From an optimization exercise on the open Yosys and OpenROAD flow, aimed at small area, a short achievable clock period and few clock cycles per item; shortcuts taken in it are not production practice. The RTL was checked by simulation tests, not by an equivalence proof against the original design. Power figures rest on the tool's default switching activity, not on a simulated workload.

Setup of the baseline:
Design TripleDesTop, start of the top module:
module TripleDesTop
(
  input logic HCLK,
  input logic HRESET,
  input logic HSEL,
  input logic [31:0] HADDR,
  input logic [1:0] HTRANS,
  input logic HWRITE,
  input logic [2:0] HSIZE,
  input logic [2:0] HBURST,
  input logic HMASTLOCK,
  input logic HREADY,
  input logic [63:0] HWDATA,
  output logic [63:0] HRDATA,
  output logic HREADYOUT,
  output logic HRESP
);
For scale: about 6,100 cells after synthesis, about 670 flip-flops, ~43,000 um2 of cells after synthesis.
Settings: LEC_CHECK=0, ABC_AREA=1, CAP_MARGIN=20, CORE_MARGIN=2, CORE_UTILIZATION=30, CTS_BUF_LIST=sky130_fd_sc_hd__clkbuf_8, SETUP_SLACK_MARGIN=4, SLEW_MARGIN=20; clock period 7.0 ns.
run.sh (not shown) runs the stock make flow with config.mk's settings and CLKGATE_MAP_FILE= SYNTH_SCRIPT=/design/flow/synth_recipe.tcl, a recipe that flattens the netlist after the stock synthesis.
The baseline ended with every stage complete and zero timing, DRC or antenna violations.
Testbench counts of the baseline, summed over its fixed seeds: cycles 8,400, items 320.
## Diff of input files: the candidate against the baseline
--- a/flow/design.v
+++ b/flow/design.v
@@ -305,13 +305,13 @@
   logic passEnd;
   logic last;
   logic pdir;
   logic [55:0] loadCd;
   logic [55:0] nextCd;
   logic [63:0] roundOut;
-  logic [63:0] blk;
+  logic [63:0] swapped;
   logic [55:0] kk0;
   logic [47:0] sk0;
   function automatic logic [3:0] sbox1(input logic [5:0] x);
     case (x)
       6'd0: sbox1 = 4'd14;
       6'd1: sbox1 = 4'd0;
@@ -871,18 +871,16 @@
   endfunction
   assign passEnd = last;
   assign pdir = dir ^ (pass == 2'd1);
   assign kk0 = cd;
   assign sk0 = {kk0[42], kk0[39], kk0[45], kk0[32], kk0[55], kk0[51], kk0[53], kk0[28], kk0[41], kk0[50], kk0[35], kk0[46], kk0[33], kk0[37], kk0[44], kk0[52], kk0[30], kk0[48], kk0[40], kk0[49], kk0[29], kk0[36], kk0[43], kk0[54], kk0[15], kk0[4], kk0[25], kk0[19], kk0[9], kk0[1], kk0[26], kk0[16], kk0[5], kk0[11], kk0[23], kk0[8], kk0[12], kk0[7], kk0[17], kk0[0], kk0[22], kk0[3], kk0[10], kk0[14], kk0[6], kk0[20], kk0[27], kk0[24]};
   logic [31:0] f0;
-  logic orient;
-  logic [31:0] fIn;
-  assign fIn = orient ? data[63:32] : data[31:0];
-  assign f0 = feistel(fIn, sk0);
-  assign roundOut = {busy && orient ? data[31:0] ^ f0 : data[31:0],
-                     busy && !orient ? data[63:32] ^ f0 : data[63:32]};
+  logic swapSel;
+  assign f0 = feistel(data[31:0], sk0);
+  assign roundOut = {data[31:0], data[63:32] ^ f0};
+  assign swapped = {data[63:32] ^ (f0 & {32{busy}}), data[31:0]};
   assign keyReq = !passEnd ? 3'b000 : (pass == 2'd0) ? 3'b010 : (dir ? 3'b001 : 3'b100);
   assign keyReqDec = passEnd && ((pass == 2'd0) ? !dir : dir);
   assign loadCd = loadCdIn;
   always_comb
   begin
     case ({pdir, cyc})
@@ -932,15 +930,17 @@
     begin
       busy <= 1'b0;
       pass <= 2'd0;
       cyc <= 4'd0;
       last <= 1'b0;
       keyNeeded <= 3'd0;
+      swapSel <= 1'b1;
     end
     else
     begin
+      swapSel <= lastNext || !busyNext;
       busy <= busyNext;
       pass <= passNext;
       cyc <= cycNext;
       last <= lastNext;
       keyNeeded <= keyNeededNext;
     end
@@ -950,21 +950,19 @@
     dir <= dirNext;
     if (start)
     begin
       data <= {startBlock[6], startBlock[14], startBlock[22], startBlock[30], startBlock[38], startBlock[46], startBlock[54], startBlock[62], startBlock[4], startBlock[12], startBlock[20], startBlock[28], startBlock[36], startBlock[44], startBlock[52], startBlock[60], startBlock[2], startBlock[10], startBlock[18], startBlock[26], startBlock[34], startBlock[42], startBlock[50], startBlock[58], startBlock[0], startBlock[8], startBlock[16], startBlock[24], startBlock[32], startBlock[40], startBlock[48], startBlock[56], startBlock[7], startBlock[15], startBlock[23], startBlock[31], startBlock[39], startBlock[47], startBlock[55], startBlock[63], startBlock[5], startBlock[13], startBlock[21], startBlock[29], startBlock[37], startBlock[45], startBlock[53], startBlock[61], startBlock[3], startBlock[11], startBlock[19], startBlock[27], startBlock[35], startBlock[43], startBlock[51], startBlock[59], startBlock[1], startBlock[9], startBlock[17], startBlock[25], startBlock[33], startBlock[41], startBlock[49], startBlock[57]};
     end
     else
-      data <= roundOut;
-    orient <= start ? 1'b0 : (orient ^ (passEnd || !busy));
+      data <= swapSel ? swapped : roundOut;
     if (start || (passEnd))
       cd <= loadCd;
     else
       cd <= nextCd;
   end
-  assign blk = orient ? {data[31:0], data[63:32]} : data;
-  assign result = {blk[24], blk[56], blk[16], blk[48], blk[8], blk[40], blk[0], blk[32], blk[25], blk[57], blk[17], blk[49], blk[9], blk[41], blk[1], blk[33], blk[26], blk[58], blk[18], blk[50], blk[10], blk[42], blk[2], blk[34], blk[27], blk[59], blk[19], blk[51], blk[11], blk[43], blk[3], blk[35], blk[28], blk[60], blk[20], blk[52], blk[12], blk[44], blk[4], blk[36], blk[29], blk[61], blk[21], blk[53], blk[13], blk[45], blk[5], blk[37], blk[30], blk[62], blk[22], blk[54], blk[14], blk[46], blk[6], blk[38], blk[31], blk[63], blk[23], blk[55], blk[15], blk[47], blk[7], blk[39]};
+  assign result = {data[24], data[56], data[16], data[48], data[8], data[40], data[0], data[32], data[25], data[57], data[17], data[49], data[9], data[41], data[1], data[33], data[26], data[58], data[18], data[50], data[10], data[42], data[2], data[34], data[27], data[59], data[19], data[51], data[11], data[43], data[3], data[35], data[28], data[60], data[20], data[52], data[12], data[44], data[4], data[36], data[29], data[61], data[21], data[53], data[13], data[45], data[5], data[37], data[30], data[62], data[22], data[54], data[14], data[46], data[6], data[38], data[31], data[63], data[23], data[55], data[15], data[47], data[7], data[39]};
 endmodule
 module DesKeyLoad
 (
   input logic [63:0] key1,
   input logic [63:0] key2,
   input logic [63:0] key3,
==> run notes <==
- The candidate completed; timing, DRC and antenna clean
- The baseline | stages: all done | timing, DRC, antenna: all pass
- On post-layout total power: the candidate sits above the baseline.
- Reported for the candidate and the baseline, number of I/O port buffers turned out identical to the last digit.
- The baseline and the candidate ended up with roughly the same effective utilization at floorplan.
- Relative to the baseline, worst path required time decreased by 150 ps in the candidate.
- Compare the candidate and the baseline | layout buffering overhead excluding clock cells higher: the candidate
- Sort the candidate and the baseline by global-route wire length before repair desc -> top: the baseline
- Register fraction of the total cell area, the candidate and the baseline, lower one = the baseline.
- On biggest fanout along the worst timing path: between the candidate and the baseline, it ends up higher for the baseline.
- Post-route worst setup slack (higher): the candidate
- Non-clock buffer count in the final layout (the candidate vs. the baseline) increases by more than 10%
- The more densely filled core belongs to the candidate, not the baseline.
- The candidate vs the baseline: number of tap cells added at floorplan down
- Number of antenna cells inserted for the candidate: 2 up relative to the baseline
Testbench counts of the candidate, summed over its fixed seeds: cycles 8,400, items 320.

## static timing again, ports no longer ideal
Ports are ideal in the flow. The routed layouts listed here were re-timed in OpenROAD.
Step 1 sets driving cells, clkbuf_16 on the clock port and buf_2 on the other inputs (assumed; they add their load-dependent delay and slew).
Step 2, shift: input delay + t, output delay - t, t = (earliest + latest rising clock arrival at the registers) / 2. This alone moves slack from input paths to output paths.
a / b / c = ideal ports / drivers / drivers and shift; a / b = the first two.
| run | t, ns | slack for setup (ns) | hold slack, ns |
|---|---|---|---|
| the baseline | 0.921 | 3.876 / 3.876 / 3.388 | 0.408 / 0.408 / 0.408 |
| the candidate | 0.922 | 4.019 / 3.990 / 3.479 | 0.412 / 0.412 / 0.412 |
After both steps every run listed still meets setup and hold. For the candidate, which loses most, drivers alone change the setup slack by -0.029 ns; drivers and shift together by -0.540 ns.
